Background: an optimization exercise with open tools, aiming at small area, a short achievable clock period and few clock cycles. Do not read the settings as production practice.
At most, simulation tests tie the RTL to the original design; equivalence was not proved.
No functional check of the RTL was part of runs 7 and 8.
Power figures rest on the tool's default switching activity, not on a simulated workload.

==> design/flow/flow/run.sh <==
#!/bin/bash
# The standard layout, with the smallest buffer on each port and no dummy
# loads in the clock tree.
set -euo pipefail
export BUFFER_PORTS_ARGS="-buffer_cell sky130_fd_sc_hd__buf_1"
export CTS_ARGS="-sink_clustering_enable -repair_clock_nets -dont_use_dummy_load -buf_list {sky130_fd_sc_hd__clkbuf_4 sky130_fd_sc_hd__clkbuf_8}"
bash standard.sh > standard_flow.log 2>&1
==> design/flow/standard.sh <==
#!/bin/bash
# synth_recipe.tcl (not shown) runs the flow's synth.tcl, then flattens the netlist and writes it again
# the make line also repeats each setting of config.mk as NAME=value (left out here)
make -C /OpenROAD-flow-scripts/flow DESIGN_CONFIG=/design/flow/config.mk WORK_HOME=/design/flow/orfs CLKGATE_MAP_FILE= SYNTH_SCRIPT=/design/flow/synth_recipe.tcl "${@:-finish}"
==> design/flow/config.mk <==
export PLATFORM = sky130hd
export DESIGN_NAME = mac_frame_deframer_crc32
export DESIGN_NICKNAME = mac_frame_deframer_crc32
export VERILOG_FILES = /design/flow/design.v
export SDC_FILE = /design/flow/constraint.sdc
export NUM_CORES = 4
export LEC_CHECK = 0
export CAP_MARGIN = 20
export CORE_MARGIN = 2
export CORE_UTILIZATION = 60
export CTS_BUF_LIST = sky130_fd_sc_hd__clkbuf_4 sky130_fd_sc_hd__clkbuf_8
export GPL_ROUTABILITY_DRIVEN = 1
export PLACE_DENSITY = 0.75
export SETUP_SLACK_MARGIN = 2.8
export SLEW_MARGIN = 20
==> design/flow/constraint.sdc <==
create_clock -name core_clock -period 5.0 [get_ports {clk}]
set_input_delay 1.0000 -clock core_clock [delete_from_list [all_inputs] [get_ports {clk}]]
set_output_delay 1.0000 -clock core_clock [all_outputs]
set_load 0.01 [all_outputs]
==> design/flow/design.v <==
`timescale 1ns / 1ps
package dfr_pkg;
    localparam int unsigned MIN_FRAME_BYTES = 1 + 4 + 1 + 2 + 4;
    localparam int unsigned HEADER_BYTES    = 8;
    localparam int unsigned MIC_BYTES       = 4;
    localparam logic [31:0] CRC_INIT     = 32'hFFFF_FFFF;
    localparam logic [31:0] CRC_POLY     = 32'hEDB8_8320;
    localparam logic [7:0]  FOPTS_MASK   = 8'h0F;
    localparam logic [7:0]  VERSION_MASK = 8'h03;
    typedef enum logic [1:0] {
        KIND_OPTION  = 2'd0,
        KIND_PAYLOAD = 2'd1,
        KIND_SUMMARY = 2'd2
    } kind_t;
    typedef enum logic [2:0] {
        ST_OK       = 3'd0,
        ST_SHORT    = 3'd1,
        ST_MISMATCH = 3'd2,
        ST_OVERRUN  = 3'd3,
        ST_TOO_LONG = 3'd4
    } status_t;
    typedef struct packed {
        kind_t       kind;
        logic [7:0]  byte_value;
        status_t     status;
        logic [2:0]  message_type;
        logic [1:0]  major_version;
        logic [31:0] device_address;
        logic [7:0]  frame_control;
        logic [15:0] frame_counter;
        logic [7:0]  payload_length;
        logic        last_of_run;
    } result_t;
    localparam int unsigned RESULT_W = 2 + 8 + 3 + 3 + 2 + 32 + 8 + 16 + 8 + 1;
    typedef struct packed {
        logic    byte_valid;
        logic    sum_valid;
        result_t byte_res;
        result_t sum_res;
    } push_t;
endpackage
`timescale 1ns / 1ps
`timescale 1ns / 1ps
`timescale 1ns / 1ps
module mac_frame_deframer_crc32 (
    input  logic        clk,
    input  logic        rst_n,
    input  logic        in_valid,
    output logic        in_ready,
    input  logic [7:0]  in_data,
    input  logic        in_eof,
    output logic        out_valid,
    input  logic        out_ready,
    output logic [1:0]  out_kind,
    output logic [7:0]  out_byte_value,
    output logic [2:0]  out_status,
    output logic [2:0]  out_message_type,
    output logic [1:0]  out_major_version,
    output logic [31:0] out_device_address,
    output logic [7:0]  out_frame_control,
    output logic [15:0] out_frame_counter,
    output logic [7:0]  out_payload_length,
    output logic        out_last_of_run
);
    localparam logic [31:0] CRC_POLY    = 32'hEDB8_8320;
    localparam logic [31:0] CRC_RESIDUE = 32'hDEBB_20E3;
    localparam logic [2:0] ST_OK = 3'd0, ST_SHORT = 3'd1, ST_MISMATCH = 3'd2,
                           ST_OVERRUN = 3'd3, ST_TOO_LONG = 3'd4;
    function automatic [31:0] crc32_byte(input [31:0] crc_in, input [7:0] data);
        integer k;
        begin
            crc32_byte = crc_in ^ {24'd0, data};
            for (k = 0; k < 8; k = k + 1)
            begin
                if (crc32_byte[0])
                    crc32_byte = (crc32_byte >> 1) ^ CRC_POLY;
                else
                    crc32_byte = crc32_byte >> 1;
            end
        end
    endfunction
    logic        rdy;                   
    logic        ov;                    
    logic        gs;                    
    logic [7:0]  g_n;                   
    logic        gp;                    
    logic [7:0]  dl0, dl1, dl2, dl3;    
    logic        fresh;                 
    logic        first;                 
    logic        hcap;                  
    logic        body;                  
    logic        rb;                    
    logic        rl;                    
    logic [7:0]  cnt;                   
    logic [31:0] crc;
    logic [7:0]  hdr0_n, hdr5_n;
    logic [31:0] hdr_addr_n;
    logic [15:0] hdr_cnt_n;
    logic [3:0]  nopt;
    logic       r_v, r_pay, r_lor;
    logic [7:0] r_byte;
    logic       k_v, k_pay, k_lor;
    logic [7:0] k_byte;
    logic       sp1, sp2, sv, q2;
    logic       s_chk;                  
    logic       s_ovr;
    logic [2:0] s_status;
    logic [7:0] s_plen;
    logic [3:0] s_vc;                   
    logic       take, push, pop_r, pop_s, eof_t, busy, load_s, load_q;
    logic       r_v_n, k_v_n, sp1_n, sv_n, q2_n, ge3_n, rdy_n, body_n;
    logic [4:0] optlim;
    logic       pay;
    assign take   = in_valid && rdy;
    assign eof_t  = take && in_eof;
    assign push   = in_valid && rb;
    assign nopt   = ~hdr5_n[3:0];
    assign optlim = 5'd12 + {1'b0, nopt};
    assign pay    = {3'd0, optlim} <= cnt;
    assign pop_r  = out_ready && r_v;
    assign pop_s  = out_ready && !r_v && sv;
    assign busy   = sp1 || sp2 || sv || q2;
    assign load_s = in_valid && in_eof && rl;
    assign load_q = q2 && !sp1 && !sp2 && !sv;
    assign r_v_n = k_v || push || (r_v && !out_ready);
    assign k_v_n = r_v && !out_ready && (k_v || push);
    assign sp1_n = load_s;
    assign sv_n  = sp2 || load_q || (sv && !pop_s);
    assign q2_n  = (q2 && !load_q) || (eof_t && busy);
    assign rdy_n  = !k_v_n && !((sp1_n || sp1 || sv_n || q2_n) && (ge3_n || q2_n));
    assign body_n = take ? (!in_eof && (cnt >= 8'd11) && (cnt <= 8'd253)) : body;
    assign ge3_n = take ? (!in_eof && (cnt >= 8'd2)) : (cnt >= 8'd3);
    always_ff @(posedge clk or negedge rst_n)
    begin
        if (!rst_n)
        begin
            rdy   <= 1'b0;
            rb    <= 1'b0;
            rl    <= 1'b0;
            ov    <= 1'b0;
            r_v   <= 1'b0;
            k_v   <= 1'b0;
            sp1   <= 1'b0;
            sp2   <= 1'b0;
            sv    <= 1'b0;
            q2    <= 1'b0;
            cnt   <= 8'd0;
            fresh <= 1'b0;
            first <= 1'b0;
            hcap  <= 1'b0;
            body  <= 1'b0;
        end
        else
        begin
            rdy   <= rdy_n;
            rb    <= rdy_n && body_n;
            rl    <= rdy_n && !(sp1_n || sp1 || sv_n || q2_n);
            ov    <= r_v_n || sv_n;
            r_v   <= r_v_n;
            k_v   <= k_v_n;
            sp1   <= sp1_n;
            sp2   <= sp1;
            sv    <= sv_n;
            q2    <= q2_n;
            fresh <= take;
            if (take)
            begin
                first <= !in_eof && (cnt == 8'd0);
                hcap  <= !in_eof && (cnt >= 8'd3) && (cnt <= 8'd10);
                body  <= body_n;
                if (in_eof)
                    cnt <= 8'd0;
                else if (cnt != 8'd255)
                    cnt <= cnt + 8'd1;
            end
            else
                hcap <= 1'b0;
        end
    end
    always_ff @(posedge clk)
    begin
        gs <= !r_v_n;
        for (int i = 0; i < 8; i++)
            g_n[i] <= !(!r_v_n && !load_q && (s_vc > 4'(i)));
        gp <= !r_v_n && !load_q && s_vc[3];
    end
    always_ff @(posedge clk)
    begin
        if (take)
        begin
            dl0 <= dl1;
            dl1 <= dl2;
            dl2 <= dl3;
            dl3 <= in_data;
        end
    end
    always_ff @(posedge clk)
    begin
        if (fresh)
        begin
            crc <= crc32_byte(crc | {32{first}}, dl3);
        end
        if (hcap)
        begin
            case (cnt[2:0])
                3'd4: hdr0_n <= ~dl0;
                3'd5: hdr_addr_n[7:0] <= ~dl0;
                3'd6: hdr_addr_n[15:8] <= ~dl0;
                3'd7: hdr_addr_n[23:16] <= ~dl0;
                3'd0: hdr_addr_n[31:24] <= ~dl0;
                3'd1: hdr5_n <= ~dl0;
                3'd2: hdr_cnt_n[7:0] <= ~dl0;
                default: hdr_cnt_n[15:8] <= ~dl0;
            endcase
        end
    end
    always_ff @(posedge clk)
    begin
        if (!r_v || out_ready)
        begin
            if (k_v)
            begin
                r_pay  <= k_pay;
                r_lor  <= k_lor;
                r_byte <= k_byte;
            end
            else if (rb)
            begin
                r_pay  <= pay;
                r_lor  <= !in_eof;
                r_byte <= dl0;
            end
            else
            begin
                r_pay  <= 1'b0;
                r_lor  <= 1'b1;
                r_byte <= 8'd0;
            end
        end
        if (!k_v)
        begin
            k_pay  <= pay;
            k_lor  <= !in_eof;
            k_byte <= dl0;
        end
    end
    logic       mm;
    logic [8:0] plen_d;                 
    assign mm     = crc != CRC_RESIDUE;
    assign plen_d = {1'b0, s_plen} - {5'd0, nopt};
    always_ff @(posedge clk)
    begin
        if (load_s || load_q)
        begin
            s_vc  <= load_q ? 4'd0 :
                     (cnt >= 8'd11) ? 4'd8 : (cnt >= 8'd4) ? 4'(cnt - 8'd3) : 4'd0;
            s_chk <= !load_q && (cnt != 8'd255) && (cnt >= 8'd11);
        end
        if (sp1)
            s_ovr <= plen_d[8];
        if (load_s || load_q || (sp2 && s_chk && (mm || s_ovr)))
        begin
            if (load_q)
                s_status <= ST_SHORT;
            else if (sp2)
                s_status <= mm ? ST_MISMATCH : ST_OVERRUN;
            else if (cnt == 8'd255)
                s_status <= ST_TOO_LONG;
            else if (cnt < 8'd11)
                s_status <= ST_SHORT;
            else
                s_status <= ST_OK;
        end
        if (load_s || load_q || sp1 || (sp2 && s_chk && (mm || s_ovr)))
        begin
            if (load_q || sp2)
                s_plen <= 8'd0;
            else if (sp1)
                s_plen <= s_chk ? plen_d[7:0] : 8'd0;
            else
                s_plen <= cnt - 8'd11;
        end
    end
    assign in_ready           = rdy;
    assign out_valid          = ov;
    assign out_kind           = {gs, r_pay};
    assign out_byte_value     = r_byte;
    assign out_last_of_run    = r_lor;
    assign out_status         = s_status & {3{gs}};
    assign out_payload_length = s_plen & {8{gp}};
    assign out_message_type   = ~(hdr0_n[7:5] | {3{g_n[0]}});
    assign out_major_version  = ~(hdr0_n[1:0] | {2{g_n[0]}});
    assign out_device_address = ~(hdr_addr_n | {{8{g_n[4]}}, {8{g_n[3]}}, {8{g_n[2]}}, {8{g_n[1]}}});
    assign out_frame_control  = ~(hdr5_n | {8{g_n[5]}});
    assign out_frame_counter  = ~(hdr_cnt_n | {{8{g_n[7]}}, {8{g_n[6]}}});
endmodule
==> results of run 1 <==
[final timing paths]
path | startpoint | to | slack (ps)
hold reg to reg | dl2[3] | dl1[3] | 420
min in group asynchronous | rst_n | first | 500
setup reg to reg | crc[12] | s_plen[1] | 2870
max in group asynchronous | rst_n | hcap | 4250
setup / recovery | g_n[2] | out_device_address[12] | 2830
hold / removal | dl2[3] | dl1[3] | 420
[kinds of logic (layout without fill, tap and decap cells)]
group | Yosys count | count (layout) | synth area share
AND/OR/NAND/NOR | 223 | 223 | 0.123
flip-flops | 194 | 194 | 0.646
XOR/XNOR | 108 | 108 | 0.120
AO/OA/AOI/OAI | 71 | 71 | 0.0544
buffers and inverters | 66 | 176 | 0.0330
adder cells (fa/ha/maj) | 16 | 16 | 0.0239
[per-layer routing]
layer,share of wire,track usage,vias up
met5,0,0,-
met2,0.52,0.385,196
li1,-,-,2548
met4,0.026,0.105,0
met3,0.054,0.0481,40
met1,0.40,0.287,2601
[sequential cells by signal, indices dropped and copies added, names as in the netlist, 3 cells and up]
signal,count
dl1,8
crc,32
hdr0_n,5
hdr_cnt_n,16
g_n,8
hdr_addr_n,32
dl2,8
dl0,8
cnt,8
s_plen,8
dl3,8
k_byte,8
r_byte,8
s_status,3
hdr5_n,8
s_vc,4
[final cells by class]
cell class              instances  area, um2  share of cell area
repair buffers                127        631              0.0650
well taps                     180        225              0.0232
flip-flops and latches        194       5630               0.580
multi-input cells             418       2850               0.293
inverters                      32        136              0.0141
clock buffers                  17        234              0.0241
[worst max-delay path: stages (launching register included)]
cell,delay (ps)
dfxtp_2,380
nor2_1,180
clkbuf_2,160
[Yosys cell counts (all sizes together), types with 2 or more instances]
cell type / n / area share
a21oi: 17 / 0.0098
a22o: 8 / 0.0081
a31oi: 2 / 0.0014
a32o: 2 / 0.0023
and2: 19 / 0.014
and3: 9 / 0.0065
buf: 13 / 0.010
clkbuf: 21 / 0.0091
dfrtp: 22 / 0.063
dfxtp: 10 / 0.023
edfxtp: 162 / 0.56
ha: 15 / 0.022
inv: 32 / 0.014
nand2: 21 / 0.0091
nand2b: 3 / 0.0022
nand3: 5 / 0.0035
nand4: 5 / 0.0036
nand4b: 2 / 0.0020
nor2: 123 / 0.054
nor2b: 6 / 0.0043
nor3: 10 / 0.0058
nor4: 4 / 0.0036
nor4bb: 2 / 0.0023
o211ai: 2 / 0.0023
o21a: 3 / 0.0026
o21ai: 17 / 0.0098
o22a: 3 / 0.0030
o22ai: 4 / 0.0029
o31a: 2 / 0.0020
o31ai: 3 / 0.0026
or2: 2 / 0.0014
or3: 6 / 0.0043
xnor2: 78 / 0.088
xor2: 30 / 0.032
[power by group]
group	total (mW)	switching, mW	internal, mW
combinational	3.22	1.66	1.56
clock	0.756	0.455	0.301
sequential	2.78	0.327	2.45
total	6.76	2.45	4.31
[cells in the final DEF, fill, tap and decap left out, types with 9 or more instances in the layout]
cell	instances
edfxtp_1	162
nor2_1	117
buf_1	74
xnor2_1	70
inv_1	30
buf_4	29
xor2_1	28
dfrtp_1	21
nand2_1	20
and2_1	19
clkbuf_2	19
clkbuf_8	17
a21oi_1	16
o21ai_0	15
ha_1	14
nor3_1	10
and3_1	9
[repair_timing]
action                                  in CTS  in global routing
gates resized for setup                     14                 36
buffers inserted                            12                 15
hold buffers                                 0                  0
endpoints found under the setup margin      47                 51
pin swaps                                    0                 10
==> flow_summary.json, run 1 <==
{
  "status": "finished clean",
  "dr.pass1.iters": 4,
  "rsz0062_at_grt": "true",
  "drv_slew": 0,
  "htree_levels": 4,
  "dpl-instance-area_um2": 9160,
  "hold_depth": 0,
  "synth_cell_types": 60,
  "power.density_nw_per_um2": 696,
  "tightest_slew_ps": 620,
  "synth_seq_area_share": 0.646,
  "required_ps": 4000,
  "synth_nets": 707,
  "grt-ovfl-total": 0,
  "holdCritPathClass": "reg2reg",
  "min_period_ps": 2170,
  "fin_area_um2": 9700,
  "dieArea_um2": 15500,
  "core_um2": 14000,
  "layoutNonFillerInstCount": 968,
  "wire_per_inst_um": 17.9,
  "viasPerCell": 5.56,
  "skew_ps": 30.5,
  "fin_crit_sh": 0.435,
  "setup_tns_ps": 0,
  "nFillCells": 978,
  "final_util": 0.694,
  "cp-end-kind": "output port",
  "die_h_um": 124,
  "fmax_ghz": 0.460,
  "r2r_cells": 6,
  "gp_congestion": 0.863,
  "worst-path-max-fanout": 8,
  "fin_ws_ps": 2830,
  "antenna_found_initial": 0,
  "drv_cap": 0,
  "diodes": 0,
  "cts_num_sinks": 194,
  "clk_pin_slew_ps": 90,
  "synth_enable_flop_cells": 162,
  "finalHoldViolations": 0,
  "portBuffers": 97,
  "drive_gt1_frac": 0.141,
  "pre_cts_slack_ps": 2470,
  "wl_um": 17400,
  "synth.avg_cell_area_um2": 12.8,
  "die_w_um": 124,
  "async_flop_share": 0.113,
  "synth_area_um2": 8690,
  "critPathLaunchType": "flip-flop",
  "hold_ws_ps": 415,
  "setup_violations": 0,
  "clockRootBuffer": "clkbuf_8",
  "ys_ff_latch": 194,
  "num_rows": 43,
  "fin_nets": 819,
  "drtAntennaViolNets": 0,
  "num_vias": 5385,
  "drtIter0Drc": 344,
  "grt_pass1_vias": 5282,
  "crit_type": "reg2out",
  "syn_inst": 678,
  "ios": 98,
  "p_leak_nw": 3.64,
  "post-dp-hpwl_um": 12500,
  "area_delta_synth_final_pct": 11.7,
  "arrival_ps": 1170,
  "cts_buffers": 17,
  "design_power_total_mw": 6.76,
  "clock_latency_ps": 470,
  "grt_max_degree": 43,
  "start_util": 0.621,
  "vdd_ir_drop_max_mv": 0.941,
  "drc": 0,
  "grt_pass1_wl_um": 27600,
  "slew_headroom": 0.587,
  "grt.total_usage": 0.229,
  "yosysWarnings": 1,
  "dp.cells": 924,
  "cts_tree": "done",
  "clock_path_buffers": 2,
  "synth_flop_cell": "edfxtp_1"
}
Testbench counts, summed over its fixed seeds: cycles 71,984.
==> inputs of run 2 (changes only) <==
--- a/design/flow/config.mk
+++ b/design/flow/config.mk
@@ -11,5 +11,5 @@
 export CTS_BUF_LIST = sky130_fd_sc_hd__clkbuf_4 sky130_fd_sc_hd__clkbuf_8
 export GPL_ROUTABILITY_DRIVEN = 1
 export PLACE_DENSITY = 0.75
-export SETUP_SLACK_MARGIN = 2.8
+export SETUP_SLACK_MARGIN = 2.85
 export SLEW_MARGIN = 20
==> run 2 against run 1 <==
Effect of this change:
- register-to-register slack worse by 70 ps
- worst setup slack worse by 26 ps
- first-iteration DRC count is 26% higher
- critical endpoint is now s_plen[1]
- largest power group unchanged
==> flow_summary.json, run 2 <==
{
  "finalHoldViolations": 0,
  "fin_area_um2": 9940,
  "fin_nets": 823,
  "biggestRegsByFlops": "crc: 32 flops, hdr_addr_n: 32 flops, hdr_cnt_n: 16 flops",
  "dp.cells": 924,
  "synth.avg_cell_area_um2": 12.8,
  "synth_seq_area_share": 0.646,
  "synth_area_um2": 8690,
  "worst-path-max-fanout": 8,
  "status": "finished clean",
  "die_w_um": 124,
  "layoutNonFillerInstCount": 972,
  "yosysWarnings": 1,
  "htree_levels": 4,
  "fin_crit_sh": 0.440,
  "area_delta_synth_final_pct": 14.4,
  "grt_pass1_wl_um": 26800,
  "gp_congestion": 0.846,
  "drc": 0,
  "synth_common_cells": "edfxtp_1, nor2_1, xnor2_1",
  "clock_path_buffers": 2,
  "synth_enable_flop_cells": 162,
  "grt_max_degree": 43,
  "synth_nets": 707,
  "cts_num_sinks": 194,
  "min_period_ps": 2200,
  "cp-end-kind": "flip-flop",
  "viasPerCell": 5.52,
  "num_rows": 43,
  "drive_gt1_frac": 0.229,
  "dr_wl_met2_um": 8960,
  "post-dp-hpwl_um": 12200,
  "slew_headroom": 0.645,
  "async_flop_share": 0.113,
  "mostFrequentLayoutCells": "edfxtp_1, nor2_1, xnor2_1",
  "dpl-instance-area_um2": 9160,
  "vdd_ir_drop_max_mv": 0.877,
  "ios": 98,
  "setup_violations": 0,
  "cts_buffers": 17,
  "synth_area_leaders": "edfxtp_1, xnor2_1, dfrtp_1",
  "critPathLaunchType": "flip-flop",
  "synth_cell_types": 60,
  "tightest_slew_ps": 528,
  "start_util": 0.621,
  "yosysMostFrequentCell": "edfxtp_1",
  "grt_pass1_vias": 5125,
  "synth_flop_cell": "edfxtp_1",
  "cts_tree": "done",
  "dieArea_um2": 15500,
  "wire_per_inst_um": 17.9,
  "core_um2": 14000,
  "num_vias": 5364,
  "clock_latency_ps": 460,
  "drtAntennaViolNets": 0,
  "dr.pass1.iters": 5,
  "syn_inst": 678,
  "ys_ff_latch": 194,
  "grt.total_usage": 0.222,
  "synth_top_cell_area_share": 0.560,
  "grt-ovfl-total": 0,
  "arrival_ps": 2360,
  "yosysTopAreaCell": "edfxtp_1",
  "clockRootBuffer": "clkbuf_8",
  "r2r_slack_ps": 2800,
  "highest_layer": "met4",
  "drv_cap": 0,
  "nFillCells": 993,
  "met1Wirelength_um": 7160,
  "drv_slew": 0,
  "fmax_ghz": 0.455,
  "antenna_found_initial": 0,
  "die_h_um": 124,
  "hold_ws_ps": 425,
  "p_leak_nw": 3.82,
  "portBuffers": 97,
  "drtIter0Drc": 435,
  "met3_length_um": 833,
  "final_common_cell": "edfxtp_1",
  "wl_um": 17400,
  "diodes": 0,
  "crit_type": "reg2reg",
  "clk_pin_slew_ps": 80,
  "required_ps": 5160,
  "rsz0062_at_grt": "true",
  "holdCritPathClass": "reg2reg",
  "setup_tns_ps": 0,
  "skew_ps": 43.9,
  "power.density_nw_per_um2": 690
}
[run 2: cell counts after synthesis]
No cell type changed its count.
[run 2: final timing paths]
| check | cells past startpoint | startpoint | to |
|---|---|---|---|
| worst max register to register | 6 | crc[14] | s_plen[1] |
| worst min-delay path | 0 | dl1[0] | dl0[0] |
| min in group asynchronous | 2 | rst_n | sp1 |
| max in group asynchronous | 2 | rst_n | cnt[2] |
| worst min register to register | 0 | dl1[0] | dl0[0] |
| worst max-delay path | 6 | crc[14] | s_plen[1] |
[run 2: per-layer routing]
layer / track usage / vias to the layer above
li1: - / 2556
met1: 0.286 / 2604
met2: 0.373 / 173
met3: 0.0481 / 31
met4: 0.0826 / 0
met5: 0 / -
[run 2: repair_timing]
item	CTS	global route
gates resized for setup	28	136
pin swaps	6	19
endpoints found under the setup margin	80	90
setup buffers	19	12
hold buffers	0	0
[run 2: kinds of logic after synthesis]
group                      count (synthesis)  share of synthesized area
and+or+nand+nor                          223                      0.123
adders and majority gates                 16                     0.0239
xor gates and xnor gates                 108                      0.120
DFF                                      194                      0.646
AOI/OAI and AO/OA                         71                     0.0544
buffers and inverters                     66                     0.0330
[run 2: cell type report]
| class | instances | area, um2 | area share |
|---|---|---|---|
| Sequential cell | 194 | 5650 | 0.568 |
| Multi-Input combinational cell | 418 | 2920 | 0.294 |
| Tap cell | 180 | 225 | 0.0227 |
| Timing Repair Buffer | 131 | 776 | 0.0781 |
| Inverter | 32 | 136 | 0.0137 |
| Clock buffer | 17 | 234 | 0.0235 |
[run 2: power by group]
part           internal, mW  leakage (nW)  switching, mW
sequential             2.46          1.92          0.336
clock                 0.301         0.122          0.444
combinational          1.64          1.78           1.67
[run 2: per-stage QoR]
| step | utilization | total power, mW | setup WS (ps) |
|---|---|---|---|
| global placement | 0.655 | 5.67 | 2580 |
| floorplan | - | 5.15 | 2870 |
| finish | 0.710 | 6.86 | 2800 |
| detailed placement | 0.655 | 5.77 | 2510 |
| global route | 0.710 | 7.28 | 2740 |
| CTS | 0.687 | 6.70 | 2800 |
[run 2: critical path, cell delays in order (launching register included)]
cell and delay, ps:
edfxtp_1 420, nor4bb_2 350, nand4_1 140, or4_4 470
o211ai_2 170, nand3_2 90, or2_4 290
==> inputs of run 3 (changes only) <==
--- a/design/flow/config.mk
+++ b/design/flow/config.mk
@@ -11,5 +11,5 @@
 export CTS_BUF_LIST = sky130_fd_sc_hd__clkbuf_4 sky130_fd_sc_hd__clkbuf_8
 export GPL_ROUTABILITY_DRIVEN = 1
 export PLACE_DENSITY = 0.75
-export SETUP_SLACK_MARGIN = 2.85
+export SETUP_SLACK_MARGIN = 2.78
 export SLEW_MARGIN = 20
==> run 3 against run 2 <==
Effect of this change:
- still clean on timing, DRC and antenna
- sequential power about the same
- fmax is 0.70% higher
- combinational power fell by 5%
- flip-flop and latch count stayed put
- via count barely moved
- highest routed layer unchanged
==> flow_summary.json, run 3 <==
{
  "status": "finished clean",
  "start_util": 0.621,
  "clock_path_buffers": 2,
  "num_vias": 5363,
  "finalHoldViolations": 0,
  "fin_crit_sh": 0.437,
  "die_h_um": 124,
  "dieArea_um2": 15500,
  "fin_ws_ps": 2820,
  "tightest_slew_ps": 609,
  "worst-path-max-fanout": 6,
  "critPathLaunchType": "flip-flop",
  "drv_cap": 0,
  "drtAntennaViolNets": 0,
  "skew_ps": 41.9,
  "min_period_ps": 2180,
  "core_um2": 14000,
  "diodes": 0,
  "yosysMostFrequentCell": "edfxtp_1",
  "antenna_found_initial": 0,
  "synth_top_cell_area_share": 0.560,
  "grt_max_degree": 43,
  "holdCritPathClass": "reg2reg",
  "synth.avg_cell_area_um2": 12.8,
  "clk_pin_slew_ps": 90,
  "synth_flop_cell": "edfxtp_1",
  "drv_slew": 0,
  "portBuffers": 97,
  "grt-ovfl-total": 0,
  "yosysWarnings": 1,
  "setup_tns_ps": 0,
  "drc": 0,
  "wire_per_inst_um": 17.9,
  "final_common_cell": "edfxtp_1",
  "die_w_um": 124,
  "clockRootBuffer": "clkbuf_8",
  "fin_nets": 813,
  "p_leak_nw": 3.55,
  "rsz0062_at_grt": "true",
  "synth_common_cells": "edfxtp_1, nor2_1, xnor2_1",
  "cp-end-kind": "flip-flop",
  "drtIter0Drc": 432,
  "wl_um": 17200,
  "setup_violations": 0,
  "cp_common_cell": "xnor2_1",
  "htree_levels": 4,
  "power.density_nw_per_um2": 694,
  "num_rows": 43,
  "yosysTopAreaCell": "edfxtp_1",
  "critical-path-max-stage-delay_ps": 460,
  "dr.pass1.iters": 5,
  "pre_cts_slack_ps": 2390,
  "ios": 98,
  "drive_gt1_frac": 0.111,
  "syn_inst": 678,
  "cts_buffers": 17,
  "async_flop_share": 0.113,
  "synth_nets": 707,
  "clock_latency_ps": 470,
  "crit_slowest_cell": "edfxtp_1",
  "fmax_ghz": 0.458,
  "post-dp-hpwl_um": 12300,
  "synth_area_um2": 8690,
  "cts_tree": "done",
  "slew_headroom": 0.594,
  "ys_ff_latch": 194,
  "crit_chain": "buf_4, xnor2_1, nor2_2, xnor2_4, xnor2_2, xor2_1, xnor2_1",
  "r2r_cells": 7,
  "postCtsHoldBufs": 0,
  "vdd_ir_drop_max_mv": 1.01,
  "grt.total_usage": 0.224,
  "viasPerCell": 5.57,
  "gp_congestion": 0.866,
  "arrival_ps": 2380,
  "cts_num_sinks": 194,
  "synth_cell_types": 60,
  "biggestRegsByFlops": "crc: 32 flops, hdr_addr_n: 32 flops, hdr_cnt_n: 16 flops",
  "grt_pass1_wl_um": 27000,
  "crit_type": "reg2reg",
  "synth_area_leaders": "edfxtp_1, xnor2_1, dfrtp_1",
  "hold_depth": 0,
  "area_delta_synth_final_pct": 11.0,
  "synth_enable_flop_cells": 162,
  "mostFrequentLayoutCells": "edfxtp_1, nor2_1, buf_1",
  "synth_seq_area_share": 0.646,
  "required_ps": 5190,
  "grt_pass1_vias": 5264
}
run 3: where the power goes:
group	switching [mW]	total, mW	internal [mW]	leakage [nW]
clock	0.457	0.757	0.301	0.122
sequential	0.345	2.80	2.45	1.92
combinational	1.66	3.14	1.48	1.51
total	2.46	6.69	4.23	3.55
run 3: logic make-up (layout without fill, tap and decap cells):
logic type | Yosys count | after routing | share of synthesized area
AOI/OAI and AO/OA | 71 | 71 | 0.0544
adders and majority gates | 16 | 16 | 0.0239
and+or+nand+nor | 223 | 223 | 0.123
DFF | 194 | 194 | 0.646
buffers and inverters | 66 | 170 | 0.0330
xor gates and xnor gates | 108 | 108 | 0.120
run 3: layer usage:
layer	vias up	share of wire	routed length [um]	track usage
li1	2544	-	-	-
met1	2610	0.41	6980	0.283
met2	175	0.53	9050	0.385
met3	34	0.044	763	0.0438
met4	0	0.024	405	0.0866
met5	-	0	0	0
run 3: area by class of cell:
type | instances | area (um2)
flip-flops and latches | 194 | 5630
fillers | 1014 | 4350
multi-input cells | 418 | 2860
repair buffers | 121 | 548
clock buffers | 17 | 234
well taps | 180 | 225
inverters | 32 | 146
run 3: path summary, 6_finish.rpt:
check                      startpoint      end  slack [ps]
setup / recovery               crc[0]  crc[22]        2820
hold / removal                 dl1[5]   dl0[5]         420
setup reg to reg               crc[0]  crc[22]        2820
hold reg to reg                dl1[5]   dl0[5]         420
max in group asynchronous       rst_n   cnt[0]        4250
min in group asynchronous       rst_n   cnt[5]         510
run 3: worst max-delay path, delay by kind of cell (launching register included):
family	cells	cell delay, ps
xor gates and xnor gates	5	1200
DFF	1	460
buffers and inverters	1	170
and+or+nand+nor	1	100
run 3: timing repair:
| item | CTS | global route |
|---|---|---|
| cloned | 0 | 0 |
| pin swaps | 4 | 7 |
| setup buffers | 11 | 10 |
| gates resized for setup | 9 | 26 |
| endpoints found under the setup margin | 37 | 52 |
run 3: per-stage QoR:
step,cells,util,area (um2),hold WS [ps],power (mW)
after detailed placement,924,0.654,9150,405,5.78
after global routing,962,0.689,9640,430,7.11
after floorplan,678,-,8710,400,5.14
after CTS,952,0.679,9490,429,6.60
after global placement,924,0.654,9150,400,5.67
final,962,0.689,9640,423,6.69
==> inputs of run 4 (changes only) <==
--- a/design/flow/config.mk
+++ b/design/flow/config.mk
@@ -11,5 +11,5 @@
 export CTS_BUF_LIST = sky130_fd_sc_hd__clkbuf_4 sky130_fd_sc_hd__clkbuf_8
 export GPL_ROUTABILITY_DRIVEN = 1
 export PLACE_DENSITY = 0.75
-export SETUP_SLACK_MARGIN = 2.78
+export SETUP_SLACK_MARGIN = 2.82
 export SLEW_MARGIN = 20
==> run 4 against run 3 <==
Effect of this change:
- total power rose by 0.46%
- register-to-register slack about the same
- utilization grew 0.57 points
- sequential share of layout area decreased by 0.46 points
- sequential power about the same
- flip-flop and latch count unchanged
- non-clock buffer count is 5 higher
- hold slack improved by 2.6 ps
- global-route usage decreased by 0.23 points
- largest cell class unchanged
==> flow_summary.json, run 4 <==
{
  "synth_cell_types": 60,
  "layoutNonFillerInstCount": 967,
  "hold_path.startpoint": "dl1[0]",
  "drc": 0,
  "setup_violations": 0,
  "crit_chain": "nor4bb_2, nand4_1, or4_4, o211ai_2, nand3_2, or2_4",
  "skew_ps": 37.2,
  "p_leak_nw": 3.66,
  "grt_max_degree": 43,
  "rsz0062_at_grt": "true",
  "num_rows": 43,
  "synth.avg_cell_area_um2": 12.8,
  "htree_levels": 4,
  "ios": 98,
  "clockRootBuffer": "clkbuf_8",
  "clk_pin_slew_ps": 80,
  "vdd_ir_drop_max_mv": 0.876,
  "crit_slowest_cell": "or4_4",
  "synth_seq_area_share": 0.646,
  "crit_family": "simple AND/OR/NAND/NOR gates",
  "fin_nets": 818,
  "grt_pass1_wl_um": 26700,
  "slew_headroom": 0.645,
  "yosysMostFrequentCell": "edfxtp_1",
  "cts_tree": "done",
  "r2r_cells": 6,
  "hold_ws_ps": 425,
  "drive_gt1_frac": 0.155,
  "wl_um": 17100,
  "die_h_um": 124,
  "clock_latency_ps": 450,
  "r2r-start": "crc[14]",
  "critPathLaunchType": "flip-flop",
  "crit_type": "reg2reg",
  "die_w_um": 124,
  "r2r_end": "s_plen[1]",
  "synth_nets": 707,
  "ys_ff_latch": 194,
  "area_delta_synth_final_pct": 11.9,
  "num_vias": 5336,
  "critical-path-max-stage-delay_ps": 470,
  "required_ps": 5170,
  "dieArea_um2": 15500,
  "portBuffers": 97,
  "min_period_ps": 2200,
  "setup_tns_ps": 0,
  "biggestRegsByFlops": "crc: 32 flops, hdr_addr_n: 32 flops, hdr_cnt_n: 16 flops",
  "fin_crit_sh": 0.439,
  "cp_num_buf_inv": 0,
  "status": "finished clean",
  "core_um2": 14000,
  "crit_path_start": "crc[14]",
  "final_common_cell": "edfxtp_1",
  "synth_top_cell_area_share": 0.560,
  "finalHoldViolations": 0,
  "final_util": 0.695,
  "synth_area_um2": 8690,
  "clock_path_buffers": 2,
  "cts_num_sinks": 194,
  "antenna_found_initial": 0,
  "synth_flop_cell": "edfxtp_1",
  "dr.pass1.iters": 5,
  "power.density_nw_per_um2": 692,
  "holdCritPathClass": "reg2reg",
  "viasPerCell": 5.52,
  "cts_buffers": 17,
  "hold_depth": 0,
  "grt.total_usage": 0.222,
  "arrival_ps": 2370,
  "synth_enable_flop_cells": 162,
  "drtIter0Drc": 425,
  "syn_inst": 678,
  "async_flop_share": 0.113,
  "tightest_slew_ps": 528,
  "worst-path-max-fanout": 8,
  "drtAntennaViolNets": 0,
  "gp_congestion": 0.846,
  "post-dp-hpwl_um": 12200,
  "synth_area_leaders": "edfxtp_1, xnor2_1, dfrtp_1",
  "grt_pass1_vias": 5110,
  "fmax_ghz": 0.455,
  "start_util": 0.621,
  "grt-ovfl-total": 0,
  "hold_path_end": "dl0[0]",
  "synth_common_cells": "edfxtp_1, nor2_1, xnor2_1",
  "design_power_total_mw": 6.73,
  "dp.cells": 924,
  "r2r_slack_ps": 2800,
  "yosysTopAreaCell": "edfxtp_1",
  "drv_cap": 0,
  "yosysWarnings": 1,
  "mostFrequentLayoutCells": "edfxtp_1, nor2_1, xnor2_1",
  "wire_per_inst_um": 17.7,
  "diodes": 0,
  "drv_slew": 0,
  "cp-end-kind": "flip-flop"
}
-- run 4: cell counts after synthesis --
Identical to the previous run, type by type.
-- run 4: worst max path at each step --
stage | to | cells past startpoint
after global routing | s_plen[0] | 6
final | s_plen[1] | 6
after detailed placement | cnt[7] | 7
after CTS | s_plen[1] | 6
after global placement | cnt[7] | 7
after floorplan | s_plen[0] | 7
-- run 4: what timing repair did --
item	in CTS	in global routing
buffers inserted	18	8
hold buffers	0	0
resized for setup	17	52
pin swaps	5	9
endpoints found under the setup margin	56	55
-- run 4: per-stage QoR --
stage / area [um2] / worst slack (ps)
6_report: 9720 / 2800
5_1_grt: 9720 / 2740
4_1_cts: 9590 / 2800
3_5_place_dp: 9160 / 2510
3_3_place_gp: 9160 / 2580
2_1_floorplan: 8710 / 2870
-- run 4: power breakdown --
part	total (mW)	switching [mW]	leakage (nW)	internal, mW
sequential	2.78	0.322	1.92	2.46
combinational	3.20	1.66	1.62	1.55
clock	0.745	0.444	0.122	0.301
-- run 4: metal layers --
metal / GRT usage / wire [um] / vias up
met5: 0 / 0 / -
met1: 0.286 / 7040 / 2585
met4: 0.0813 / 405 / 0
li1: - / - / 2550
met2: 0.373 / 8830 / 169
met3: 0.0481 / 842 / 32
-- run 4: cells by family (layout without fill, tap and decap cells) --
family,after synthesis,after routing,synth area share
buf+inv,66,175,0.0330
fa+ha+maj,16,16,0.0239
compound gates,71,71,0.0544
xor+xnor,108,108,0.120
flops,194,194,0.646
simple gates,223,223,0.123
-- run 4: cell type report --
class / count / area [um2]
clock buffers: 17 / 234
flip-flops and latches: 194 / 5630
fillers: 1015 / 4270
repair buffers: 126 / 641
multi-input cells: 418 / 2850
inverters: 32 / 136
well taps: 180 / 225
==> inputs of run 5 (changes only) <==
--- a/design/flow/config.mk
+++ b/design/flow/config.mk
@@ -7,9 +7,9 @@
 export LEC_CHECK = 0
 export CAP_MARGIN = 20
 export CORE_MARGIN = 2
-export CORE_UTILIZATION = 60
+export CORE_UTILIZATION = 70
 export CTS_BUF_LIST = sky130_fd_sc_hd__clkbuf_4 sky130_fd_sc_hd__clkbuf_8
 export GPL_ROUTABILITY_DRIVEN = 1
-export PLACE_DENSITY = 0.75
-export SETUP_SLACK_MARGIN = 2.82
+export PLACE_DENSITY = 0.85
+export SETUP_SLACK_MARGIN = 2.75
 export SLEW_MARGIN = 20
==> run 5 against run 4 <==
Effect of this change:
- routed wire length barely moved
- clock power rose by 0.5%
- largest cell class unchanged
- still clean
- worst setup slack got worse by 38 ps
- count of clock-buffer cells in the layout did not move
- total power fell by 1.2%
- via count rose by 1.1%
- sequential share of layout area rose by 0.96 points
==> flow_summary.json, run 5 <==
{
  "cts_buffers": 17,
  "status": "finished clean",
  "htree_levels": 4,
  "core_um2": 12100,
  "clk_pin_slew_ps": 80,
  "drv_slew": 0,
  "start_util": 0.720,
  "min_period_ps": 2230,
  "yosysTopAreaCell": "edfxtp_1",
  "holdCritPathClass": "reg2reg",
  "num_vias": 5396,
  "cts_tree": "done",
  "postCtsHoldBufs": 0,
  "wl_um": 17100,
  "fmax_ghz": 0.448,
  "async_flop_share": 0.113,
  "r2r-start": "crc[11]",
  "die_h_um": 115,
  "num_rows": 40,
  "dpl-instance-area_um2": 9150,
  "drc": 0,
  "grt_pass1_wl_um": 26600,
  "synth_top_cell_area_share": 0.560,
  "cp-end-kind": "output port",
  "crit_path_start": "hdr5_n[2]",
  "finalHoldViolations": 0,
  "worstSetupEndpoint": "out_frame_control[2]",
  "wire_per_inst_um": 18.1,
  "hold_depth": 0,
  "clock_path_buffers": 2,
  "critPathLaunchType": "flip-flop",
  "yosysWarnings": 1,
  "crit_slowest_cell": "edfxtp_1",
  "dr.pass1.iters": 5,
  "area_delta_synth_final_pct": 9.89,
  "mostFrequentLayoutCells": "edfxtp_1, nor2_1, buf_1",
  "synth_seq_area_share": 0.646,
  "die_w_um": 115,
  "synth_common_cells": "edfxtp_1, nor2_1, xnor2_1",
  "setup_violations": 0,
  "synth_area_leaders": "edfxtp_1, xnor2_1, dfrtp_1",
  "drtAntennaViolNets": 0,
  "drtIter0Drc": 405,
  "ios": 98,
  "final_common_cell": "edfxtp_1",
  "setup_tns_ps": 0,
  "tightest_slew_ps": 612,
  "yosysMostFrequentCell": "edfxtp_1",
  "ys_ff_latch": 194,
  "drv_cap": 0,
  "cp_num_cells": 2,
  "crit_type": "reg2out",
  "rsz0062_at_grt": "true",
  "synth_nets": 707,
  "crit_chain": "nor2_1, clkbuf_2",
  "syn_inst": 678,
  "synth_area_um2": 8690,
  "grt_pass1_vias": 5098,
  "synth.avg_cell_area_um2": 12.8,
  "cts_num_sinks": 194,
  "post-dp-hpwl_um": 12100,
  "clockRootBuffer": "clkbuf_8",
  "viasPerCell": 5.72,
  "drive_gt1_frac": 0.0928,
  "antenna_found_initial": 0,
  "cp_num_buf_inv": 1,
  "required_ps": 4000,
  "dieArea_um2": 13300,
  "gp_congestion": 0.915,
  "critical-path-max-stage-delay_ps": 500,
  "portBuffers": 97,
  "grt-ovfl-total": 0,
  "r2r_slack_ps": 2770,
  "r2r_end": "s_plen[0]",
  "slew_headroom": 0.591,
  "grt.total_usage": 0.271,
  "fin_area_um2": 9550,
  "synth_cell_types": 60,
  "arrival_ps": 1230,
  "worst-path-max-fanout": 3,
  "clock_latency_ps": 460,
  "p_leak_nw": 3.51,
  "fin_crit_sh": 0.447,
  "biggestRegsByFlops": "crc: 32 flops, hdr_addr_n: 32 flops, hdr_cnt_n: 16 flops",
  "nFillCells": 693,
  "synth_flop_cell": "edfxtp_1",
  "vdd_ir_drop_max_mv": 0.761,
  "diodes": 0,
  "power.density_nw_per_um2": 696,
  "synth_enable_flop_cells": 162,
  "fin_nets": 807,
  "skew_ps": 25.0,
  "crit_family": "flip-flops",
  "grt_max_degree": 43,
  "r2r_cells": 6
}
==> run 5: timing repair <==
item	in CTS	in global routing
resized for setup	7	15
cloned	0	0
endpoints found under the setup margin	40	42
pin swaps	0	3
endpoints found under the hold margin	0	0
buffers inserted	9	6
==> run 5: power by group <==
group	leakage (nW)	internal [mW]	total [mW]	switching [mW]
clock network	0.122	0.301	0.749	0.448
logic	1.47	1.45	3.10	1.65
registers	1.92	2.45	2.80	0.349
total	3.51	4.20	6.65	2.45
==> run 5: per-layer routing <==
layer  vias to the layer above  track usage  share of wire
met5                         -            0              0
met4                         0        0.112          0.025
met3                        33       0.0511          0.058
met2                       238        0.456           0.52
met1                      2596        0.352           0.39
li1                       2529            -              -
==> run 5: per-stage QoR <==
step	util	std cells	hold slack, ps	setup WS (ps)	total power [mW]
finish	0.791	944	412	2770	6.65
global route	0.791	944	424	2710	7.06
CTS	0.785	938	413	2740	6.58
detailed placement	0.758	912	405	2420	5.77
global placement	0.758	912	401	2460	5.64
floorplan	-	678	400	2750	5.15
==> run 5: final cells by class <==
| cell class | count | area [um2] | share of cell area |
|---|---|---|---|
| inverter | 32 | 136 | 0.0143 |
| multi-input combinational | 418 | 2840 | 0.297 |
| clock buffer | 17 | 234 | 0.0245 |
| sequential | 194 | 5630 | 0.589 |
| timing repair buffer | 115 | 502 | 0.0526 |
| tap | 168 | 210 | 0.0220 |
==> run 5: worst min path at each step <==
stage | from | to | slack, ps
2_1_floorplan | dl1[0] | dl0[0] | 400
3_3_place_gp | dl1[1] | dl0[1] | 400
3_5_place_dp | dl2[1] | dl1[1] | 410
4_1_cts | dl2[1] | dl1[1] | 410
5_1_grt | dl2[1] | dl1[1] | 420
6_report | dl2[1] | dl1[1] | 410
==> run 5: kinds of logic (layout without fill, tap and decap cells) <==
group	after synthesis	after routing	share of synthesized area
flops	194	194	0.646
compound gates	71	71	0.0544
buf+inv	66	164	0.0330
fa+ha+maj	16	16	0.0239
simple gates	223	223	0.123
xor+xnor	108	108	0.120
==> inputs of run 6 (changes only) <==
--- a/design/flow/config.mk
+++ b/design/flow/config.mk
@@ -7,9 +7,9 @@
 export LEC_CHECK = 0
 export CAP_MARGIN = 20
 export CORE_MARGIN = 2
-export CORE_UTILIZATION = 70
+export CORE_UTILIZATION = 55
 export CTS_BUF_LIST = sky130_fd_sc_hd__clkbuf_4 sky130_fd_sc_hd__clkbuf_8
 export GPL_ROUTABILITY_DRIVEN = 1
-export PLACE_DENSITY = 0.85
-export SETUP_SLACK_MARGIN = 2.75
+export PLACE_DENSITY = 0.7
+export SETUP_SLACK_MARGIN = 2.8
 export SLEW_MARGIN = 20
==> run 6 against run 5 <==
Effect of this change:
- still clean on timing, DRC and antenna
- final area up 1.6%
- hold slack improved by 7.8 ps
- fmax increased by 3.4%
- routed wire length increased by 0.91%
- critical path type is now reg2reg
==> flow_summary.json, run 6 <==
{
  "status": "finished clean",
  "required_ps": 5190,
  "grt_max_degree": 43,
  "htree_levels": 4,
  "wl_um": 17300,
  "fin_crit_sh": 0.432,
  "synth_enable_flop_cells": 162,
  "num_vias": 5299,
  "synth_area_leaders": "edfxtp_1, xnor2_1, dfrtp_1",
  "syn_inst": 678,
  "synth.avg_cell_area_um2": 12.8,
  "multiInputGateArea_um2": 2840,
  "wire_per_inst_um": 17.4,
  "clock_path_buffers": 2,
  "viasPerCell": 5.33,
  "dpl-instance-area_um2": 9200,
  "crit_slowest_cell": "or4_4",
  "power.density_nw_per_um2": 695,
  "critPathLaunchType": "flip-flop",
  "min_period_ps": 2160,
  "yosysMostFrequentCell": "edfxtp_1",
  "worst-path-max-fanout": 8,
  "gp_congestion": 0.860,
  "synth_seq_area_share": 0.646,
  "cts_num_sinks": 194,
  "diodes": 0,
  "holdCritPathClass": "reg2reg",
  "synth_cell_types": 60,
  "biggestRegsByFlops": "crc: 32 flops, hdr_addr_n: 32 flops, hdr_cnt_n: 16 flops",
  "fmax_ghz": 0.463,
  "final_common_cell": "edfxtp_1",
  "critical-path-max-stage-delay_ps": 520,
  "drc": 0,
  "drive_gt1_frac": 0.122,
  "drv_slew": 0,
  "post-dp-hpwl_um": 12500,
  "antenna_found_initial": 0,
  "synth_nets": 707,
  "synth_mux_area_frac": 0,
  "drv_cap": 0,
  "grt-ovfl-total": 0,
  "num_rows": 45,
  "ios": 98,
  "drtAntennaViolNets": 0,
  "cts_buffers": 17,
  "cts_tree": "done",
  "die_h_um": 130,
  "power_frac_seq": 0.413,
  "p_int_mw": 4.28,
  "crit_type": "reg2reg",
  "setup_tns_ps": 0,
  "slew_headroom": 0.604,
  "r2r-start": "crc[12]",
  "hold_path.startpoint": "dl1[2]",
  "async_flop_share": 0.113,
  "synth_compound_area_frac": 0.0544,
  "fin_area_um2": 9700,
  "drtIter0Drc": 376,
  "fin_ws_ps": 2840,
  "yosysWarnings": 1,
  "regArea_um2": 5630,
  "fin_nets": 815,
  "area_delta_synth_final_pct": 11.6,
  "finalHoldViolations": 0,
  "hold_depth": 0,
  "tightest_slew_ps": 594,
  "die_w_um": 130,
  "clk_pin_slew_ps": 100,
  "clock_latency_ps": 460,
  "core_um2": 15300,
  "vdd_ir_drop_max_mv": 0.621,
  "cp-end-kind": "flip-flop",
  "grt.total_usage": 0.213,
  "synth_top_cell_area_share": 0.560,
  "setup_violations": 0,
  "r2r_cells": 6,
  "portBuffers": 97,
  "synth_top_family_by_area": "simple AND/OR/NAND/NOR gates",
  "arrival_ps": 2350,
  "mostFrequentLayoutCells": "edfxtp_1, nor2_1, buf_1",
  "power_frac_clock": 0.112,
  "synthAdderAreaFrac": 0.0239,
  "r2r_slack_ps": 2840,
  "synth_xor_area_frac": 0.120,
  "p_comb_frac": 0.475,
  "synth_common_cells": "edfxtp_1, nor2_1, xnor2_1",
  "crit_chain": "and4bb_1, nand4_1, or4_4, o211ai_2, nand3_2, or2_4",
  "swShare": 0.365,
  "ys_ff_latch": 194,
  "nFillCells": 1221,
  "skew_ps": 27.7,
  "synth_area_um2": 8690,
  "clockRootBuffer": "clkbuf_8",
  "pre_cts_slack_ps": 2500,
  "start_util": 0.567,
  "yosysTopAreaCell": "edfxtp_1",
  "synth-simple-area-share": 0.123,
  "rsz0062_at_grt": "true",
  "hold_path_end": "dl0[2]",
  "synth_flop_cell": "edfxtp_1",
  "r2r_end": "s_plen[2]",
  "p_switching_mw": 2.46,
  "grt_pass1_vias": 5114,
  "p_leak_nw": 3.60,
  "dieArea_um2": 16800,
  "grt_pass1_wl_um": 26700,
  "dr.pass1.iters": 5
}
[run 6: cell counts after synthesis]
Identical to the previous run, type by type.
[run 6: critical path: cells and delay by family (launching register included)]
family             cells  cell delay [ps]
AOI/OAI and AO/OA      1              170
DFF                    1              430
and+or+nand+nor        5             1300
[run 6: layout make-up]
class | count | share of cell area
flip-flops and latches | 194 | 0.581
multi-input cells | 418 | 0.293
repair buffers | 123 | 0.0614
well taps | 211 | 0.0272
clock buffers | 17 | 0.0241
inverters | 32 | 0.0141
[run 6: cells by family (layout without fill, tap and decap cells)]
kind of cell / Yosys count / count (layout)
xor gates and xnor gates: 108 / 108
DFF: 194 / 194
buffers and inverters: 66 / 172
AOI/OAI and AO/OA: 71 / 71
and+or+nand+nor: 223 / 223
adders and majority gates: 16 / 16
[run 6: stage by stage]
| step | total power [mW] | instances | hold WS (ps) | util |
|---|---|---|---|---|
| final | 6.74 | 995 | 419 | 0.633 |
| after global routing | 7.19 | 995 | 422 | 0.633 |
| after CTS | 6.71 | 987 | 422 | 0.626 |
| after detailed placement | 5.79 | 955 | 405 | 0.600 |
| after global placement | 5.71 | 955 | 400 | 0.600 |
| after floorplan | 5.15 | 678 | 400 | - |
[run 6: worst max path at each step]
stage	startpoint	to	depth (start not counted)
floorplan	crc[2]	s_plen[0]	7
global placement	in_valid	cnt[7]	7
detailed placement	out_ready	g_n[4]	5
CTS	g_n[7]	out_frame_counter[15]	2
global route	hdr5_n[0]	s_plen[4]	9
finish	crc[12]	s_plen[2]	6
[run 6: what timing repair did]
action	in CTS	in global routing
gates cloned	0	0
setup endpoints to repair	52	55
resized for setup	12	28
hold buffers	0	0
pin swaps	4	3
buffers inserted	15	8
[run 6: power by group through the flow]
stage,Clock (mW),Combinational [mW],Sequential [mW]
detailed placement,0,2.93,2.86
floorplan,0,2.50,2.64
global placement,0,2.87,2.84
CTS,0.773,3.16,2.78
global route,0.835,3.53,2.83
finish,0.756,3.20,2.78
[run 6: metal layers]
metal / vias up / part of all wire / wire [um] / global-route usage
met5: - / 0 / 0 / 0
met4: 0 / 0.024 / 409 / 0.0848
met3: 29 / 0.040 / 693 / 0.0367
met2: 151 / 0.51 / 8860 / 0.364
met1: 2573 / 0.42 / 7310 / 0.273
li1: 2546 / - / - / -
==> inputs of run 7 (changes only) <==
--- a/design/flow/design.v
+++ b/design/flow/design.v
@@ -83,10 +83,10 @@
     logic        ov;                    
     logic        gs;                    
     logic [7:0]  g_n;                   
-    logic        gp;                    
     logic [7:0]  dl0, dl1, dl2, dl3;    
     logic        fresh;                 
     logic        first;                 
+    logic        first_n;               
     logic        hcap;                  
     logic        body;                  
     logic        rb;                    
@@ -102,7 +102,6 @@
     logic       k_v, k_pay, k_lor;
     logic [7:0] k_byte;
     logic       sp1, sp2, sv, q2;
-    logic       s_chk;                  
     logic       s_ovr;
     logic [2:0] s_status;
     logic [7:0] s_plen;
@@ -147,6 +146,7 @@
             cnt   <= 8'd0;
             fresh <= 1'b0;
             first <= 1'b0;
+            first_n <= 1'b1;
             hcap  <= 1'b0;
             body  <= 1'b0;
         end
@@ -166,6 +166,7 @@
             if (take)
             begin
                 first <= !in_eof && (cnt == 8'd0);
+                first_n <= !(!in_eof && (cnt == 8'd0));
                 hcap  <= !in_eof && (cnt >= 8'd3) && (cnt <= 8'd10);
                 body  <= body_n;
                 if (in_eof)
@@ -182,7 +183,6 @@
         gs <= !r_v_n;
         for (int i = 0; i < 8; i++)
             g_n[i] <= !(!r_v_n && !load_q && (s_vc > 4'(i)));
-        gp <= !r_v_n && !load_q && s_vc[3];
     end
     always_ff @(posedge clk)
     begin
@@ -198,7 +198,7 @@
     begin
         if (fresh)
         begin
-            crc <= crc32_byte(crc | {32{first}}, dl3);
+            crc <= crc32_byte(crc | {{16{!first_n}}, {16{first}}}, dl3);
         end
         if (hcap)
         begin
@@ -254,11 +254,10 @@
         begin
             s_vc  <= load_q ? 4'd0 :
                      (cnt >= 8'd11) ? 4'd8 : (cnt >= 8'd4) ? 4'(cnt - 8'd3) : 4'd0;
-            s_chk <= !load_q && (cnt != 8'd255) && (cnt >= 8'd11);
         end
         if (sp1)
             s_ovr <= plen_d[8];
-        if (load_s || load_q || (sp2 && s_chk && (mm || s_ovr)))
+        if (load_s || load_q || (sp2 && (s_status == ST_OK) && (mm || s_ovr)))
         begin
             if (load_q)
                 s_status <= ST_SHORT;
@@ -271,12 +270,12 @@
             else
                 s_status <= ST_OK;
         end
-        if (load_s || load_q || sp1 || (sp2 && s_chk && (mm || s_ovr)))
+        if (load_s || load_q || sp1 || (sp2 && (s_status == ST_OK) && (mm || s_ovr)))
         begin
             if (load_q || sp2)
                 s_plen <= 8'd0;
             else if (sp1)
-                s_plen <= s_chk ? plen_d[7:0] : 8'd0;
+                s_plen <= (s_status == ST_OK) ? plen_d[7:0] : 8'd0;
             else
                 s_plen <= cnt - 8'd11;
         end
@@ -287,7 +286,7 @@
     assign out_byte_value     = r_byte;
     assign out_last_of_run    = r_lor;
     assign out_status         = s_status & {3{gs}};
-    assign out_payload_length = s_plen & {8{gp}};
+    assign out_payload_length = s_plen & ~g_n;
     assign out_message_type   = ~(hdr0_n[7:5] | {3{g_n[0]}});
     assign out_major_version  = ~(hdr0_n[1:0] | {2{g_n[0]}});
     assign out_device_address = ~(hdr_addr_n | {{8{g_n[4]}}, {8{g_n[3]}}, {8{g_n[2]}}, {8{g_n[1]}}});
--- a/design/flow/config.mk
+++ b/design/flow/config.mk
@@ -7,9 +7,9 @@
 export LEC_CHECK = 0
 export CAP_MARGIN = 20
 export CORE_MARGIN = 2
-export CORE_UTILIZATION = 55
+export CORE_UTILIZATION = 60
 export CTS_BUF_LIST = sky130_fd_sc_hd__clkbuf_4 sky130_fd_sc_hd__clkbuf_8
 export GPL_ROUTABILITY_DRIVEN = 1
-export PLACE_DENSITY = 0.7
-export SETUP_SLACK_MARGIN = 2.8
+export PLACE_DENSITY = 0.75
+export SETUP_SLACK_MARGIN = 2.6
 export SLEW_MARGIN = 20
==> run 7 against run 6 <==
Effect of this change:
- still clean
- critical path depth unchanged
- first-iteration DRC count up 11%
- final cell count down 6.7%
- die area down 10%
- highest routed layer unchanged
==> flow_summary.json, run 7 <==
{
  "status": "finished clean",
  "hold_ws_ps": 426,
  "synth_area_leaders": "edfxtp_1, xnor2_1, dfrtp_1",
  "synth_nets": 677,
  "crit_type": "reg2reg",
  "diodes": 0,
  "clock_latency_ps": 460,
  "final_common_cell": "edfxtp_1",
  "ios": 98,
  "gp_congestion": 0.920,
  "synth.avg_cell_area_um2": 13.1,
  "final_util": 0.670,
  "r2r-start": "crc[14]",
  "synth_enable_flop_cells": 161,
  "clk_pin_slew_ps": 90,
  "r2r_cells": 6,
  "grt-ovfl-total": 0,
  "wire_per_inst_um": 18.2,
  "mostFrequentLayoutCells": "edfxtp_1, nor2_1, buf_1",
  "hold_depth": 0,
  "holdCritPathClass": "reg2reg",
  "critPathLaunchType": "flip-flop",
  "hold_path_end": "dl1[2]",
  "grt_max_degree": 39,
  "synth_area_um2": 8500,
  "htree_levels": 4,
  "synth_top_cell_area_share": 0.569,
  "yosysTopAreaCell": "edfxtp_1",
  "core_um2": 13900,
  "clock_path_buffers": 2,
  "multiInputGateArea_um2": 2720,
  "die_w_um": 123,
  "viasPerCell": 5.54,
  "fin_crit_sh": 0.476,
  "dpl-instance-area_um2": 9010,
  "dieArea_um2": 15100,
  "skew_ps": 35.1,
  "cp-end-kind": "flip-flop",
  "drv_cap": 0,
  "yosysWarnings": 1,
  "r2r_end": "s_plen[5]",
  "yosysMostFrequentCell": "edfxtp_1",
  "async_flop_share": 0.119,
  "setup_violations": 0,
  "dr.pass1.iters": 5,
  "regArea_um2": 5590,
  "finalHoldViolations": 0,
  "antenna_found_initial": 0,
  "fin_nets": 779,
  "drive_gt1_frac": 0.0615,
  "fmax_ghz": 0.420,
  "clockRootBuffer": "clkbuf_8",
  "power.density_nw_per_um2": 686,
  "slew_headroom": 0.476,
  "r2r_slack_ps": 2620,
  "portBuffers": 97,
  "grt_pass1_wl_um": 25800,
  "hold_path.startpoint": "dl2[2]",
  "synth_flop_cell": "edfxtp_1",
  "tightest_slew_ps": 782,
  "fin_area_um2": 9310,
  "nFillCells": 1047,
  "rsz0062_at_grt": "true",
  "vdd_ir_drop_max_mv": 0.735,
  "design_power_total_mw": 6.38,
  "grt.total_usage": 0.232,
  "worst-path-max-fanout": 8,
  "min_period_ps": 2380,
  "drc": 0,
  "arrival_ps": 2570,
  "cts_tree": "done",
  "grt_pass1_vias": 4972,
  "synth_common_cells": "edfxtp_1, nor2_1, xnor2_1",
  "synth_cell_types": 57,
  "start_util": 0.612,
  "required_ps": 5200,
  "wl_um": 16800,
  "cts_num_sinks": 193,
  "ys_ff_latch": 193,
  "drtIter0Drc": 417,
  "setup_tns_ps": 0,
  "cts_buffers": 17,
  "syn_inst": 648,
  "num_vias": 5137,
  "post-dp-hpwl_um": 12400,
  "synth_seq_area_share": 0.658,
  "p_leak_nw": 3.36,
  "biggestRegsByFlops": "crc: 32 flops, hdr_addr_n: 32 flops, hdr_cnt_n: 16 flops",
  "area_delta_synth_final_pct": 9.51,
  "drv_slew": 0,
  "drtAntennaViolNets": 0,
  "die_h_um": 123,
  "num_rows": 43
}
run 7: cell families (layout without fill, tap and decap cells):
logic type | after synthesis | count (layout) | share of synthesized area
and+or+nand+nor | 232 | 232 | 0.133
adders and majority gates | 16 | 16 | 0.0244
AOI/OAI and AO/OA | 62 | 62 | 0.0486
buffers and inverters | 51 | 151 | 0.0236
DFF | 193 | 193 | 0.658
xor gates and xnor gates | 94 | 94 | 0.113
run 7: layout make-up:
| type | instances | share of cell area |
|---|---|---|
| Sequential cell | 193 | 0.601 |
| Clock buffer | 17 | 0.0251 |
| Tap cell | 180 | 0.0242 |
| Multi-Input combinational cell | 404 | 0.292 |
| Timing Repair Buffer | 104 | 0.0448 |
| Timing Repair inverter | 1 | 0.000538 |
| Inverter | 29 | 0.0121 |
run 7: through the flow:
step / worst slack [ps] / cells
final: 2620 / 928
after global routing: 2540 / 928
after CTS: 2560 / 927
after detailed placement: 2160 / 905
after global placement: 2280 / 905
after floorplan: 2660 / 648
run 7: repair_timing:
item                                   CTS  global route
pin swaps                                6             5
endpoints found under the hold margin    0             0
hold buffers                             0             0
gates resized for setup                  4             0
setup endpoints to repair               11            10
buffers inserted                         5             0
gates cloned                             0             1
run 7: how the worst max path moves through the flow:
stage           endpoint  startpoint  depth (start not counted)
2_1_floorplan         rb    in_valid                          6
3_3_place_gp          rb    in_valid                          7
3_5_place_dp          rb    in_valid                          7
4_1_cts        s_plen[5]      crc[4]                          6
5_1_grt        s_plen[5]     crc[11]                          6
6_report       s_plen[5]     crc[14]                          6
run 7: power breakdown:
group | switching, mW | internal (mW)
Combinational | 1.54 | 1.32
Clock | 0.443 | 0.301
Sequential | 0.343 | 2.43
Total | 2.33 | 4.06
run 7: metal layers:
metal | vias up | GRT usage | share of wire
met4 | 0 | 0.0909 | 0.028
met2 | 167 | 0.400 | 0.52
li1 | 2437 | - | -
met1 | 2504 | 0.290 | 0.41
met3 | 29 | 0.0457 | 0.048
met5 | - | 0 | 0
run 7: worst max-delay path: stages (launching register included):
cell and delay, ps:
edfxtp_1 410, or4bb_1 530, nor4_2 320, nand4_1 220
o211ai_1 250, nand3_2 110, or2_4 290
==> inputs of run 8 (changes only) <==
--- a/design/flow/config.mk
+++ b/design/flow/config.mk
@@ -11,5 +11,5 @@
 export CTS_BUF_LIST = sky130_fd_sc_hd__clkbuf_4 sky130_fd_sc_hd__clkbuf_8
 export GPL_ROUTABILITY_DRIVEN = 1
 export PLACE_DENSITY = 0.75
-export SETUP_SLACK_MARGIN = 2.6
+export SETUP_SLACK_MARGIN = 2.9
 export SLEW_MARGIN = 20
==> run 8 against run 7 <==
Effect of this change:
- via count up 5.3%
- still clean
- final area up 11%
- largest cell class unchanged
- sequential share of layout area down 5.4 points
- global-route usage up 0.70 points
- register-to-register slack worse by 60 ps
- hold slack worse by 2.0 ps
- count of clock-buffer cells in the layout unchanged
- highest routed layer unchanged
==> flow_summary.json, run 8 <==
{
  "status": "finished clean",
  "hold_depth": 0,
  "r2r_slack_ps": 2570,
  "slew_headroom": 0.477,
  "htree_levels": 4,
  "portBuffers": 97,
  "die_h_um": 123,
  "grt.total_usage": 0.239,
  "grt_pass1_wl_um": 26700,
  "antenna_found_initial": 0,
  "setup_tns_ps": 0,
  "synth.avg_cell_area_um2": 13.1,
  "mostFrequentLayoutCells": "edfxtp_1, nor2_1, xnor2_1",
  "ios": 98,
  "arrival_ps": 2610,
  "die_w_um": 123,
  "synth_seq_area_share": 0.658,
  "crit_type": "reg2reg",
  "critPathLaunchType": "flip-flop",
  "dr.pass1.iters": 5,
  "synth_enable_flop_cells": 161,
  "dieArea_um2": 15100,
  "fin_crit_sh": 0.487,
  "hold_path_end": "dl0[6]",
  "setup_violations": 0,
  "drc": 0,
  "vdd_ir_drop_max_mv": 0.718,
  "final_util": 0.742,
  "nFillCells": 846,
  "wire_per_inst_um": 19.2,
  "drv_cap": 0,
  "start_util": 0.612,
  "finalHoldViolations": 0,
  "yosysMostFrequentCell": "edfxtp_1",
  "required_ps": 5170,
  "post-dp-hpwl_um": 12300,
  "rsz0062_at_grt": "true",
  "num_vias": 5410,
  "hold_path.startpoint": "dl1[6]",
  "cts_buffers": 17,
  "async_flop_share": 0.119,
  "synth_area_um2": 8500,
  "p_leak_nw": 3.95,
  "fmax_ghz": 0.411,
  "min_period_ps": 2430,
  "clock_latency_ps": 470,
  "grt_max_degree": 33,
  "syn_inst": 648,
  "clockRootBuffer": "clkbuf_8",
  "synth_flop_cell": "edfxtp_1",
  "drv_slew": 0,
  "grt-ovfl-total": 0,
  "gp_congestion": 0.883,
  "num_rows": 43,
  "final_common_cell": "edfxtp_1",
  "cts_tree": "done",
  "grt_pass1_vias": 5038,
  "drive_gt1_frac": 0.294,
  "fin_nets": 824,
  "biggestRegsByFlops": "crc: 32 flops, hdr_addr_n: 32 flops, hdr_cnt_n: 16 flops",
  "clock_path_buffers": 2,
  "pre_cts_slack_ps": 2290,
  "cts_num_sinks": 193,
  "synth_common_cells": "edfxtp_1, nor2_1, xnor2_1",
  "synth_nets": 677,
  "design_power_total_mw": 7.38,
  "synth_area_leaders": "edfxtp_1, xnor2_1, dfrtp_1",
  "wl_um": 18700,
  "r2r_cells": 6,
  "yosysTopAreaCell": "edfxtp_1",
  "ys_ff_latch": 193,
  "r2r_end": "s_plen[4]",
  "diodes": 0,
  "skew_ps": 40.6,
  "worst-path-max-fanout": 8,
  "viasPerCell": 5.56,
  "core_um2": 13900,
  "tightest_slew_ps": 778,
  "clk_pin_slew_ps": 90,
  "postCtsHoldBufs": 0,
  "yosysWarnings": 1,
  "fin_ws_ps": 2570,
  "area_delta_synth_final_pct": 21.2,
  "drtIter0Drc": 406,
  "synth_cell_types": 57,
  "synth_top_cell_area_share": 0.569,
  "power.density_nw_per_um2": 717,
  "cp-end-kind": "flip-flop",
  "holdCritPathClass": "reg2reg",
  "drtAntennaViolNets": 0,
  "r2r-start": "crc[3]"
}
[run 8: cell count changes in the layout (fill, tap and decap cells not counted), moves of 21 or more]
| cell | delta |
|---|---|
| buf_1 | -74 |
| buf_6 | +21 |
| buf_4 | +32 |
| nor2_2 | +21 |
| buf_2 | +51 |
| nor2_1 | -37 |
[run 8: how the worst max path moves through the flow]
stage / start / endpoint / slack [ps] / depth (start not counted)
floorplan: in_valid / rb / 2820 / 6
global placement: in_valid / rb / 2370 / 7
detailed placement: in_valid / rb / 2290 / 7
CTS: crc[3] / s_plen[4] / 2610 / 6
global route: crc[3] / s_plen[4] / 2440 / 6
finish: crc[3] / s_plen[4] / 2570 / 6
[run 8: where the power goes]
part,leakage (nW),internal [mW],total (mW),switching [mW]
sequential,1.91,2.46,2.79,0.333
clock,0.122,0.301,0.751,0.450
combinational,1.92,1.98,3.84,1.87
[run 8: timing repair]
item | in CTS | in global routing
setup endpoints to repair | 106 | 120
buffers inserted | 20 | 30
gates cloned | 1 | 0
resized for setup | 115 | 107
pin swaps | 24 | 38
[run 8: final cells by class]
type,count,area (um2),share of cell area
repair buffers,149,1070,0.104
multi-input cells,404,3030,0.294
flip-flops and latches,193,5630,0.547
inverters,29,113,0.0109
well taps,180,225,0.0219
repair inverters,1,5.00,0.000486
clock buffers,17,234,0.0227
[run 8: cell families (layout without fill, tap and decap cells)]
group,Yosys count,in the layout,share of synthesized area
flip-flops,193,193,0.658
AND/OR/NAND/NOR,232,232,0.133
adder cells (fa/ha/maj),16,16,0.0244
XOR/XNOR,94,94,0.113
AO/OA/AOI/OAI,62,62,0.0486
buffers and inverters,51,196,0.0236
[run 8: per-stage QoR]
stage          area [um2]  std cells  hold WS (ps)
3_3_place_gp         9030        905           400
3_5_place_dp         9030        905           405
2_1_floorplan        8520        648           400
4_1_cts              9660        943           426
6_report            10300        973           424
5_1_grt             10300        973           428
[run 8: per-layer routing]
| layer | global-route usage | up-vias | part of all wire |
|---|---|---|---|
| met5 | 0 | - | 0 |
| met4 | 0.103 | 0 | 0.035 |
| met3 | 0.0429 | 44 | 0.056 |
| met2 | 0.413 | 223 | 0.52 |
| met1 | 0.297 | 2611 | 0.39 |
| li1 | - | 2532 | - |
[run 8: critical path, stage by stage (launching register included)]
cell,delay [ps]
edfxtp_1,430
or4bb_1,550
nor4_4,300
nand4_1,220
o211ai_1,250
nand3_2,110
or2_4,290

==> what the ideal ports hide <==
Ports are ideal in the flow. The routed layouts listed here were re-timed in OpenROAD. Step 1, drivers: a clkbuf_16 drives clk and a buf_2 each remaining input, both assumed. Step 2 also shifts input and output timing later by t, the mid clock arrival at the registers, as if the neighbouring blocks saw the same clock. Slacks: ideal / step 1 / step 2; pairs: ideal / step 1.
| run | shift t [ns] | setup WS [ns] |
|---|---|---|
| run 1 | 0.488 | 2.826 / 2.791 / 2.471 |
| run 2 | 0.472 | 2.800 / 2.800 / 2.481 |
| run 3 | 0.480 | 2.816 / 2.793 / 2.451 |
| run 4 | 0.474 | 2.804 / 2.804 / 2.487 |
| run 5 | 0.490 | 2.766 / 2.732 / 2.439 |
| run 6 | 0.483 | 2.840 / 2.824 / 2.469 |
| run 7 | 0.474 | 2.622 / 2.622 / 2.260 |
| run 8 | 0.479 | 2.565 / 2.565 / 2.565 |
After both steps setup and hold are still met in every run listed.
